From an optimization exercise on the open Yosys and OpenROAD flow, aimed at small area, a short achievable clock period and few clock cycles; shortcuts taken in it are not production practice. At most, simulation tests tie the RTL to the original design; equivalence was not proved. No activity file was given, so power comes from the tool's default toggle rates.

Setup of v6:
==> flow/design.v (excerpt) <==
module tetris_board_renderer
(
    input  logic       CLOCK_50,
    input  logic       reset,
    input  logic [9:0] i_x,
    input  logic [8:0] i_y,
    output logic [7:0] o_r,
    output logic [7:0] o_g,
    output logic [7:0] o_b,
    input  logic       bus_wr_valid,
    output logic       bus_wr_ready,
    input  logic [3:0] bus_wr_col,
    input  logic [4:0] bus_wr_row,
    input  logic [2:0] bus_wr_color,
    input  logic       bus_clr_req,
    input  logic       bus_shift_req,
    input  logic [4:0] bus_shift_row,
    output logic       bus_busy,
    output logic       bus_op_done
);
    localparam int H = tetris_pkg::BOARD_H;
    localparam int W = tetris_pkg::BOARD_W;
    logic w_clr_go, w_shift_go;
    board_bulk_fsm u_bulk_fsm (
        .clk         (CLOCK_50),
        .reset       (reset),
        .i_clr_req   (bus_clr_req),
        .i_shift_req (bus_shift_req),
        .i_shift_row (bus_shift_row),
        .o_busy      (bus_busy),
        .o_op_done   (bus_op_done),
        .o_wr_ready  (bus_wr_ready),
        .o_clr_go    (w_clr_go),
        .o_shift_go  (w_shift_go)
    );
    logic         w_wipe;
    logic [H-1:0] w_sh, w_wdec, w_whit;
    logic [W-1:0] w_chit;
    logic [2:0]   w_color;
    always_comb begin
        w_wipe  = reset || w_clr_go;
        w_color = w_wipe ? 3'd0 : bus_wr_color;
        for (int c = 0; c < W; c++)
            w_chit[c] = w_wipe || (bus_wr_valid && (bus_wr_col == 4'(c)));
        for (int r = 0; r < H; r++) begin
            w_sh[r]   = !reset && w_shift_go && (5'(r) <= bus_shift_row);
            w_wdec[r] = w_wipe || (bus_wr_valid && (bus_wr_row == 5'(r)));
        end
        for (int r = 0; r < H; r++)
            w_whit[r] = (r > 0 && w_sh[r]) ? w_wdec[(r > 0) ? r - 1 : 0]
                                           : (w_wdec[r] && !w_sh[r]);
    end
    logic [H-1:0] r_p_sh, r_p_wdec, w_p_whit;
    logic [W-1:0] r_p_chit;
    logic [2:0]   r_p_color;
    always_ff @(posedge CLOCK_50) begin
        r_p_sh    <= w_sh;
        r_p_wdec  <= w_wdec;
        r_p_chit  <= w_chit;
        r_p_color <= w_color;
    end
    always_comb begin
        for (int r = 0; r < H; r++)
            w_p_whit[r] = (r > 0 && r_p_sh[r]) ? r_p_wdec[(r > 0) ? r - 1 : 0]
  ...
Size in the first run: about 700 flip-flops, ~68 I/O pins, roughly 34,000 um2 of cells after synthesis.
==> module tetris_board_renderer, before the edit <==
module tetris_board_renderer
(
    input  logic       CLOCK_50,
    input  logic       reset,
    input  logic [9:0] i_x,
    input  logic [8:0] i_y,
    output logic [7:0] o_r,
    output logic [7:0] o_g,
    output logic [7:0] o_b,
    input  logic       bus_wr_valid,
    output logic       bus_wr_ready,
    input  logic [3:0] bus_wr_col,
    input  logic [4:0] bus_wr_row,
    input  logic [2:0] bus_wr_color,
    input  logic       bus_clr_req,
    input  logic       bus_shift_req,
    input  logic [4:0] bus_shift_row,
    output logic       bus_busy,
    output logic       bus_op_done
);
    localparam int H = tetris_pkg::BOARD_H;
    localparam int W = tetris_pkg::BOARD_W;
    logic w_clr_go, w_shift_go;
    board_bulk_fsm u_bulk_fsm (
        .clk         (CLOCK_50),
        .reset       (reset),
        .i_clr_req   (bus_clr_req),
        .i_shift_req (bus_shift_req),
        .i_shift_row (bus_shift_row),
        .o_busy      (bus_busy),
        .o_op_done   (bus_op_done),
        .o_wr_ready  (bus_wr_ready),
        .o_clr_go    (w_clr_go),
        .o_shift_go  (w_shift_go)
    );
    logic         w_wipe;
    logic [H-1:0] w_sh, w_wdec, w_whit;
    logic [W-1:0] w_chit;
    logic [2:0]   w_color;
    always_comb begin
        w_wipe  = reset || w_clr_go;
        w_color = w_wipe ? 3'd0 : bus_wr_color;
        for (int c = 0; c < W; c++)
            w_chit[c] = w_wipe || (bus_wr_valid && (bus_wr_col == 4'(c)));
        for (int r = 0; r < H; r++) begin
            w_sh[r]   = !reset && w_shift_go && (5'(r) <= bus_shift_row);
            w_wdec[r] = w_wipe || (bus_wr_valid && (bus_wr_row == 5'(r)));
        end
        for (int r = 0; r < H; r++)
            w_whit[r] = (r > 0 && w_sh[r]) ? w_wdec[(r > 0) ? r - 1 : 0]
                                           : (w_wdec[r] && !w_sh[r]);
    end
    logic [H-1:0] r_p_sh, r_p_wdec, w_p_whit;
    logic [W-1:0] r_p_chit;
    logic [2:0]   r_p_color;
    always_ff @(posedge CLOCK_50) begin
        r_p_sh    <= w_sh;
        r_p_wdec  <= w_wdec;
        r_p_chit  <= w_chit;
        r_p_color <= w_color;
    end
    always_comb begin
        for (int r = 0; r < H; r++)
            w_p_whit[r] = (r > 0 && r_p_sh[r]) ? r_p_wdec[(r > 0) ? r - 1 : 0]
                                               : (r_p_wdec[r] && !r_p_sh[r]);
    end
    logic [2:0] r_cells [H][W];
    always_ff @(posedge CLOCK_50) begin
        for (int r = 0; r < H; r++)
            for (int c = 0; c < W; c++) begin
                if (w_p_whit[r] && r_p_chit[c])
                    r_cells[r][c] <= r_p_color;
                else if (r_p_sh[r])
                    r_cells[r][c] <= (r > 0) ? r_cells[(r > 0) ? r - 1 : 0][c] : 3'd0;
            end
    end
    logic [H:0]   w_ydec;           
    logic [W-1:0] w_xdec;
    logic [H:0]   w_therm;          
    logic         w_in_board, w_in_box, w_fwd;
    always_comb begin
        for (int k = 0; k <= H; k++) begin
            w_ydec[k]  = (k < H) && (i_y[8:2] == 7'(k + 5));
            w_therm[k] = (5'(k) <= bus_shift_row);
        end
        for (int c = 0; c < W; c++)
            w_xdec[c] = (i_x[9:2] == 8'(c + 15));
        w_in_board = (i_x >= 10'd60) && (i_x <= 10'd99) && (i_y >= 9'd20) && (i_y <= 9'd99);
        w_in_box   = (i_x >= 10'd58) && (i_x <= 10'd101) && (i_y >= 9'd18) && (i_y <= 9'd101);
        w_fwd      = |(w_ydec[H-1:0] & w_whit) && |(w_xdec & w_chit);
    end
    logic         r_s1_in_board, r_s1_in_frame;
    logic [H-1:0] r_s1_row;
    logic [W-1:0] r_s1_col;
    logic         r_s1_fwd;
    logic [2:0]   r_s1_fwd_color;
    always_ff @(posedge CLOCK_50) begin
        r_s1_in_board <= w_in_board;
        r_s1_in_frame <= w_in_box && !w_in_board;
        for (int r = 0; r < H; r++)
            r_s1_row[r] <= (w_ydec[r + 1] && w_shift_go && w_therm[r + 1]) ||
                           (w_ydec[r] && !(w_shift_go && w_therm[r]));
        r_s1_col       <= w_xdec;
        r_s1_fwd       <= w_fwd;
        r_s1_fwd_color <= w_color;
    end
    logic [2:0] w_cell;
    always_comb begin
        logic [H-1:0] t_r;
        logic [W-1:0] t_c;
        logic [2:0]   rd;
        for (int b = 0; b < 3; b++) begin
            for (int c = 0; c < W; c++) begin
                for (int r = 0; r < H; r++)
                    t_r[r] = r_cells[r][c][b] && r_s1_row[r];
                t_c[c] = |t_r && r_s1_col[c];
            end
            rd[b] = |t_c;
        end
        w_cell = r_s1_fwd ? r_s1_fwd_color : rd;
    end
    logic [23:0] w_rgb;
    logic [3:0]  r_red, r_grn, r_blu;
    always_comb begin
        if (r_s1_in_board)
            w_rgb = tetris_pkg::palette(w_cell);
        else if (r_s1_in_frame)
            w_rgb = tetris_pkg::RGB_BORDER;
        else
            w_rgb = tetris_pkg::RGB_BACKGROUND;
    end
    always_ff @(posedge CLOCK_50) begin
        r_red <= {w_rgb[23], w_rgb[22], w_rgb[21], w_rgb[19]};
        r_grn <= {w_rgb[15], w_rgb[14], w_rgb[13], w_rgb[11]};
        r_blu <= {w_rgb[7],  w_rgb[6],  w_rgb[5],  w_rgb[3]};
    end
    assign o_r = {r_red[3], r_red[2], r_red[1], r_red[2], {4{r_red[0]}}};
    assign o_g = {r_grn[3], r_grn[2], r_grn[1], r_grn[2], {4{r_grn[0]}}};
    assign o_b = {r_blu[3], r_blu[2], r_blu[1], r_blu[2], {4{r_blu[0]}}};
endmodule
clock: 5.5 ns
lec_check: 0
abc_area: 1
cap_margin: 20
core_margin: 2
core_utilization: 65
place_density: 0.72
setup_slack_margin: 3.0
slew_margin: 20
run.sh (not shown) runs the stock make flow with config.mk's settings and CLKGATE_MAP_FILE= SYNTH_SCRIPT=/design/flow/synth_recipe.tcl, a recipe that flattens the netlist after the stock synthesis.
Per the final summary, v6 finished and its layout is clean on timing, DRC and antenna.
Testbench counts of v6, summed over its fixed seeds: cycles 11,597.
The inputs of v7 differ from those of v6 as listed below.
--- a/flow/design.v
+++ b/flow/design.v
@@ -103,59 +103,35 @@
             w_whit[r] = (r > 0 && w_sh[r]) ? w_wdec[(r > 0) ? r - 1 : 0]
                                            : (w_wdec[r] && !w_sh[r]);
     end
-    logic [H-1:0] r_p_sh, r_p_wdec, w_p_whit;
-    logic [W-1:0] r_p_chit;
-    logic [2:0]   r_p_color;
-    always_ff @(posedge CLOCK_50) begin
-        r_p_sh    <= w_sh;
-        r_p_wdec  <= w_wdec;
-        r_p_chit  <= w_chit;
-        r_p_color <= w_color;
-    end
-    always_comb begin
-        for (int r = 0; r < H; r++)
-            w_p_whit[r] = (r > 0 && r_p_sh[r]) ? r_p_wdec[(r > 0) ? r - 1 : 0]
-                                               : (r_p_wdec[r] && !r_p_sh[r]);
-    end
     logic [2:0] r_cells [H][W];
     always_ff @(posedge CLOCK_50) begin
         for (int r = 0; r < H; r++)
             for (int c = 0; c < W; c++) begin
-                if (w_p_whit[r] && r_p_chit[c])
-                    r_cells[r][c] <= r_p_color;
-                else if (r_p_sh[r])
+                if (w_whit[r] && w_chit[c])
+                    r_cells[r][c] <= w_color;
+                else if (w_sh[r])
                     r_cells[r][c] <= (r > 0) ? r_cells[(r > 0) ? r - 1 : 0][c] : 3'd0;
             end
     end
-    logic [H:0]   w_ydec;           
+    logic [H-1:0] w_ydec;
     logic [W-1:0] w_xdec;
-    logic [H:0]   w_therm;          
-    logic         w_in_board, w_in_box, w_fwd;
+    logic         w_in_board, w_in_box;
     always_comb begin
-        for (int k = 0; k <= H; k++) begin
-            w_ydec[k]  = (k < H) && (i_y[8:2] == 7'(k + 5));
-            w_therm[k] = (5'(k) <= bus_shift_row);
-        end
+        for (int r = 0; r < H; r++)
+            w_ydec[r] = (i_y[8:2] == 7'(r + 5));
         for (int c = 0; c < W; c++)
             w_xdec[c] = (i_x[9:2] == 8'(c + 15));
         w_in_board = (i_x >= 10'd60) && (i_x <= 10'd99) && (i_y >= 9'd20) && (i_y <= 9'd99);
         w_in_box   = (i_x >= 10'd58) && (i_x <= 10'd101) && (i_y >= 9'd18) && (i_y <= 9'd101);
-        w_fwd      = |(w_ydec[H-1:0] & w_whit) && |(w_xdec & w_chit);
     end
     logic         r_s1_in_board, r_s1_in_frame;
     logic [H-1:0] r_s1_row;
     logic [W-1:0] r_s1_col;
-    logic         r_s1_fwd;
-    logic [2:0]   r_s1_fwd_color;
     always_ff @(posedge CLOCK_50) begin
         r_s1_in_board <= w_in_board;
         r_s1_in_frame <= w_in_box && !w_in_board;
-        for (int r = 0; r < H; r++)
-            r_s1_row[r] <= (w_ydec[r + 1] && w_shift_go && w_therm[r + 1]) ||
-                           (w_ydec[r] && !(w_shift_go && w_therm[r]));
-        r_s1_col       <= w_xdec;
-        r_s1_fwd       <= w_fwd;
-        r_s1_fwd_color <= w_color;
+        r_s1_row      <= w_ydec;
+        r_s1_col      <= w_xdec;
     end
     logic [2:0] w_cell;
     always_comb begin
@@ -170,7 +146,7 @@
             end
             rd[b] = |t_c;
         end
-        w_cell = r_s1_fwd ? r_s1_fwd_color : rd;
+        w_cell = rd;
     end
     logic [23:0] w_rgb;
     logic [3:0]  r_red, r_grn, r_blu;
[summary]
- From v6 to v7 the numbers moved as follows: number of global-route vias before repair climbed 5.0%; total met2 wirelength after detailed routing climbed 9.1%; power per unit of standard cell area dropped 8.6%; wire length on met1 dropped 720 um; total number of vias climbed 6.6%.
- Changes observed in v7 relative to v6: total of fill cells in the finished design shrank by about 35%, number of nets at the end of the flow shrank by 96, cell area after synthesis shrank by about 5.4%, non-clock buffer count in the final layout grew by 116.
- Going from v6 to v7, the critical path depth was found to have gone up by 5.
- v7 vs v6, instance count: v7 lower
- v7 against v6: number of flip-flops and latches went down by about 8%; number of optimization iterations in the first detailed-route pass went up by 3.
Testbench counts of v7, summed over its fixed seeds: cycles 11,597.

north:
The RTL this note starts from:
==> flow/design.v <==
package tetris_pkg;
    localparam int BOARD_W = 10;
    localparam int BOARD_H = 20;
    typedef logic [3:0] col_t;
    typedef logic [4:0] row_t;
    localparam col_t LAST_COL = col_t'(BOARD_W - 1);
    localparam row_t LAST_ROW = row_t'(BOARD_H - 1);
    localparam logic [23:0] RGB_BORDER     = 24'h808080;
    localparam logic [23:0] RGB_BACKGROUND = 24'h000000;
    function automatic logic [23:0] palette(input logic [2:0] c);
        logic [23:0] rgb;
        case (c)
            3'd0:     rgb = 24'h202020;
            3'd1:     rgb = 24'h00FFFF;
            3'd2:     rgb = 24'hFFFF00;
            3'd3:     rgb = 24'hA000F0;
            3'd4:     rgb = 24'h00F000;
            3'd5:     rgb = 24'hF00000;
            3'd6:     rgb = 24'h0000F0;
            3'd7:     rgb = 24'hF0A000;
            default: rgb = RGB_BACKGROUND;
        endcase
        palette = rgb;
    endfunction
endpackage
module board_bulk_fsm
(
    input  logic clk,
    input  logic reset,
    input  logic i_clr_req,
    input  logic i_shift_req,
    input  logic [4:0] i_shift_row,
    output logic o_busy,
    output logic o_op_done,
    output logic o_wr_ready,
    output logic o_clr_go,
    output logic o_shift_go
);
    logic r_op_done;
    always_comb begin
        o_clr_go   = i_clr_req;
        o_shift_go = !i_clr_req && i_shift_req && (i_shift_row <= tetris_pkg::LAST_ROW);
    end
    always_ff @(posedge clk) begin
        if (reset)
            r_op_done <= 1'b0;
        else
            r_op_done <= o_clr_go || o_shift_go;
    end
    assign o_busy     = 1'b0;
    assign o_wr_ready = 1'b1;
    assign o_op_done  = r_op_done;
endmodule
module tetris_board_renderer
(
    input  logic       CLOCK_50,
    input  logic       reset,
    input  logic [9:0] i_x,
    input  logic [8:0] i_y,
    output logic [7:0] o_r,
    output logic [7:0] o_g,
    output logic [7:0] o_b,
    input  logic       bus_wr_valid,
    output logic       bus_wr_ready,
    input  logic [3:0] bus_wr_col,
    input  logic [4:0] bus_wr_row,
    input  logic [2:0] bus_wr_color,
    input  logic       bus_clr_req,
    input  logic       bus_shift_req,
    input  logic [4:0] bus_shift_row,
    output logic       bus_busy,
    output logic       bus_op_done
);
    localparam int H = tetris_pkg::BOARD_H;
    localparam int W = tetris_pkg::BOARD_W;
    logic w_clr_go, w_shift_go;
    board_bulk_fsm u_bulk_fsm (
        .clk         (CLOCK_50),
        .reset       (reset),
        .i_clr_req   (bus_clr_req),
        .i_shift_req (bus_shift_req),
        .i_shift_row (bus_shift_row),
        .o_busy      (bus_busy),
        .o_op_done   (bus_op_done),
        .o_wr_ready  (bus_wr_ready),
        .o_clr_go    (w_clr_go),
        .o_shift_go  (w_shift_go)
    );
    logic         w_wipe;
    logic [H-1:0] w_sh, w_wdec, w_whit;
    logic [W-1:0] w_chit;
    logic [2:0]   w_color;
    always_comb begin
        w_wipe  = reset || w_clr_go;
        w_color = w_wipe ? 3'd0 : bus_wr_color;
        for (int c = 0; c < W; c++)
            w_chit[c] = w_wipe || (bus_wr_valid && (bus_wr_col == 4'(c)));
        for (int r = 0; r < H; r++) begin
            w_sh[r]   = !reset && w_shift_go && (5'(r) <= bus_shift_row);
            w_wdec[r] = w_wipe || (bus_wr_valid && (bus_wr_row == 5'(r)));
        end
        for (int r = 0; r < H; r++)
            w_whit[r] = (r > 0 && w_sh[r]) ? w_wdec[(r > 0) ? r - 1 : 0]
                                           : (w_wdec[r] && !w_sh[r]);
    end
    logic [H-1:0] r_p_sh, r_p_wdec, w_p_whit;
    logic [W-1:0] r_p_chit;
    logic [2:0]   r_p_color;
    always_ff @(posedge CLOCK_50) begin
        r_p_sh    <= w_sh;
        r_p_wdec  <= w_wdec;
        r_p_chit  <= w_chit;
        r_p_color <= w_color;
    end
    always_comb begin
        for (int r = 0; r < H; r++)
            w_p_whit[r] = (r > 0 && r_p_sh[r]) ? r_p_wdec[(r > 0) ? r - 1 : 0]
                                               : (r_p_wdec[r] && !r_p_sh[r]);
    end
    logic [2:0] r_cells [H][W];
    always_ff @(posedge CLOCK_50) begin
        for (int r = 0; r < H; r++)
            for (int c = 0; c < W; c++) begin
                if (w_p_whit[r] && r_p_chit[c])
                    r_cells[r][c] <= r_p_color;
                else if (r_p_sh[r])
                    r_cells[r][c] <= (r > 0) ? r_cells[(r > 0) ? r - 1 : 0][c] : 3'd0;
            end
    end
    logic [H:0]   w_ydec;           
    logic [W-1:0] w_xdec;
    logic [H:0]   w_therm;          
    logic         w_in_board, w_in_box, w_fwd;
    always_comb begin
        for (int k = 0; k <= H; k++) begin
            w_ydec[k]  = (k < H) && (i_y[8:2] == 7'(k + 5));
            w_therm[k] = (5'(k) <= bus_shift_row);
        end
        for (int c = 0; c < W; c++)
            w_xdec[c] = (i_x[9:2] == 8'(c + 15));
        w_in_board = (i_x >= 10'd60) && (i_x <= 10'd99) && (i_y >= 9'd20) && (i_y <= 9'd99);
        w_in_box   = (i_x >= 10'd58) && (i_x <= 10'd101) && (i_y >= 9'd18) && (i_y <= 9'd101);
        w_fwd      = |(w_ydec[H-1:0] & w_whit) && |(w_xdec & w_chit);
    end
    logic         r_s1_in_board, r_s1_in_frame;
    logic [H-1:0] r_s1_row;
    logic [W-1:0] r_s1_col;
    logic         r_s1_fwd;
    logic [2:0]   r_s1_fwd_color;
    always_ff @(posedge CLOCK_50) begin
        r_s1_in_board <= w_in_board;
        r_s1_in_frame <= w_in_box && !w_in_board;
        for (int r = 0; r < H; r++)
            r_s1_row[r] <= (w_ydec[r + 1] && w_shift_go && w_therm[r + 1]) ||
                           (w_ydec[r] && !(w_shift_go && w_therm[r]));
        r_s1_col       <= w_xdec;
        r_s1_fwd       <= w_fwd;
        r_s1_fwd_color <= w_color;
    end
    logic [2:0] w_cell;
    always_comb begin
        logic [H-1:0] t_r;
        logic [W-1:0] t_c;
        logic [2:0]   rd;
        for (int b = 0; b < 3; b++) begin
            for (int c = 0; c < W; c++) begin
                for (int r = 0; r < H; r++)
                    t_r[r] = r_cells[r][c][b] && r_s1_row[r];
                t_c[c] = |t_r && r_s1_col[c];
            end
            rd[b] = |t_c;
        end
        w_cell = r_s1_fwd ? r_s1_fwd_color : rd;
    end
    logic [23:0] w_rgb;
    logic [3:0]  r_red, r_grn, r_blu;
    always_comb begin
        if (r_s1_in_board)
            w_rgb = tetris_pkg::palette(w_cell);
        else if (r_s1_in_frame)
            w_rgb = tetris_pkg::RGB_BORDER;
        else
            w_rgb = tetris_pkg::RGB_BACKGROUND;
    end
    always_ff @(posedge CLOCK_50) begin
        r_red <= {w_rgb[23], w_rgb[22], w_rgb[21], w_rgb[19]};
        r_grn <= {w_rgb[15], w_rgb[14], w_rgb[13], w_rgb[11]};
        r_blu <= {w_rgb[7],  w_rgb[6],  w_rgb[5],  w_rgb[3]};
    end
    assign o_r = {r_red[3], r_red[2], r_red[1], r_red[2], {4{r_red[0]}}};
    assign o_g = {r_grn[3], r_grn[2], r_grn[1], r_grn[2], {4{r_grn[0]}}};
    assign o_b = {r_blu[3], r_blu[2], r_blu[1], r_blu[2], {4{r_blu[0]}}};
endmodule
==> flow/config.mk <==
export PLATFORM = sky130hd
export DESIGN_NAME = tetris_board_renderer
export DESIGN_NICKNAME = tetris_board_renderer
export VERILOG_FILES = /design/flow/design.v
export SDC_FILE = /design/flow/constraint.sdc
export NUM_CORES = 4
export LEC_CHECK = 0
export ABC_AREA = 1
export CAP_MARGIN = 20
export CORE_MARGIN = 2
export CORE_UTILIZATION = 60
export CTS_CLUSTER_DIAMETER = 80
export CTS_CLUSTER_SIZE = 24
export PLACE_DENSITY = 0.7
export SETUP_SLACK_MARGIN = 3.2
export SLEW_MARGIN = 20
==> flow/constraint.sdc <==
create_clock -name core_clock -period 5.5 [get_ports {CLOCK_50}]
set_input_delay 1.1000 -clock core_clock [delete_from_list [all_inputs] [get_ports {CLOCK_50}]]
set_output_delay 1.1000 -clock core_clock [all_outputs]
set_load 0.01 [all_outputs]
standard.sh (not shown) runs the stock make flow with config.mk's settings and CLKGATE_MAP_FILE= SYNTH_SCRIPT=/design/flow/synth_recipe.tcl, a recipe that flattens the netlist after the stock synthesis.
==> flow/flow/run.sh <==
#!/bin/bash
# Layout flow: the standard flow (standard.sh, all steps, unchanged
# synthesis), except that the port buffers are inserted as
# sky130_fd_sc_hd__buf_4. The default pick is a delay cell
# (clkdlybuf4s50_1), which the footprint-matched resizer cannot later swap
# for a real buffer, so it stays on every input and output path.
# Each tool's full output goes to standard.log in the work folder.
set -euo pipefail
bash standard.sh BUFFER_PORTS_ARGS="-buffer_cell sky130_fd_sc_hd__buf_4" finish > standard.log 2>&1
Testbench counts of north, summed over its fixed seeds: cycles 11,597.
### north -> south
-- flow/design.v --
<<< north, line 22
        endcase
        palette = rgb;
    endfunction
endpackage
>>> south, line 22
        endcase
        palette = rgb;
    endfunction
    function automatic logic [2:0] cell_enc(input logic [2:0] c);
        logic [2:0] e;
        case (c)
            3'd0:    e = 3'b000;
            3'd1:    e = 3'b011;
            3'd2:    e = 3'b111;
            3'd3:    e = 3'b101;
            3'd4:    e = 3'b010;
            3'd5:    e = 3'b100;
            3'd6:    e = 3'b001;
            default: e = 3'b110;
        endcase
        cell_enc = e;
    endfunction
    function automatic logic [2:0] cell_dec(input logic [2:0] e);
        logic [2:0] c;
        case (e)
            3'b000:  c = 3'd0;
            3'b011:  c = 3'd1;
            3'b111:  c = 3'd2;
            3'b101:  c = 3'd3;
            3'b010:  c = 3'd4;
            3'b100:  c = 3'd5;
            3'b001:  c = 3'd6;
            default: c = 3'd7;
        endcase
        cell_dec = c;
    endfunction
endpackage
<<< north, line 93
    always_comb begin
        w_wipe  = reset || w_clr_go;
        w_color = w_wipe ? 3'd0 : bus_wr_color;
        for (int c = 0; c < W; c++)
            w_chit[c] = w_wipe || (bus_wr_valid && (bus_wr_col == 4'(c)));
>>> south, line 121
    always_comb begin
        w_wipe  = reset || w_clr_go;
        w_color = w_wipe ? 3'd0 : tetris_pkg::cell_enc(bus_wr_color);
        for (int c = 0; c < W; c++)
            w_chit[c] = w_wipe || (bus_wr_valid && (bus_wr_col == 4'(c)));
<<< north, line 177
    always_comb begin
        if (r_s1_in_board)
            w_rgb = tetris_pkg::palette(w_cell);
        else if (r_s1_in_frame)
            w_rgb = tetris_pkg::RGB_BORDER;
>>> south, line 205
    always_comb begin
        if (r_s1_in_board)
            w_rgb = tetris_pkg::palette(tetris_pkg::cell_dec(w_cell));
        else if (r_s1_in_frame)
            w_rgb = tetris_pkg::RGB_BORDER;
Findings:
- south closes out successfully: all stages finished, all timing, DRC and antenna checks passed.
- From north to south the numbers moved as follows: final period utilization now larger, final cell count dropped 46, placed cell area roughly the same, post-synthesis area per instance rose about 1%.
- For north, the top layer reached by signal wires was met5, unlike south, where it was met4.
- Compared with north, cell leakage power in south decreased slightly.
- Routed wire in south totals less than in north.
- The part of the power in the clock network reported for south is smaller than that of north by 0.5 points.
Only the layout flow was run in south; the RTL was not checked for function there.

[static timing again, ports no longer ideal]
No port has a modelled driver above. Below, the same layouts with a new extraction and two added sets of constraints. Step 1: set_driving_cell puts a clkbuf_16 on CLOCK_50 and a buf_2 on each other input, an assumption about the parent block. Step 2, shift: input delay + t, output delay - t, t = (earliest + latest rising clock arrival at the registers) / 2. This alone moves slack from input paths to output paths. Slacks: ideal ports / drivers / drivers and shift; pairs: ideal ports / drivers.
| run | t, ns | setup WS [ns] | hold slack, ns | latest minus earliest clock arrival (ns) | cell pins on the clock port's net |
|---|---|---|---|---|---|
| v6 | 0.683 | 2.994 / 3.004 / 2.336 | 0.550 / 0.550 / 0.550 | 0.015 / 0.015 | 1 |
| v7 | 0.681 | 2.613 / 2.625 / 1.943 | 0.503 / 0.503 / 0.503 | 0.023 / 0.023 | 1 |
| north | 0.665 | 3.131 / 3.131 / 2.621 | 0.541 / 0.541 / 0.541 | 0.038 / 0.038 | 1 |
| south | 0.658 | 2.784 / 2.784 / 2.626 | 0.552 / 0.552 / 0.552 | 0.035 / 0.034 | 1 |
After both steps setup and hold are still met in every run listed. The setup slack of v7, which loses most, moves by +0.012 ns with the drivers and by -0.670 ns with both steps.
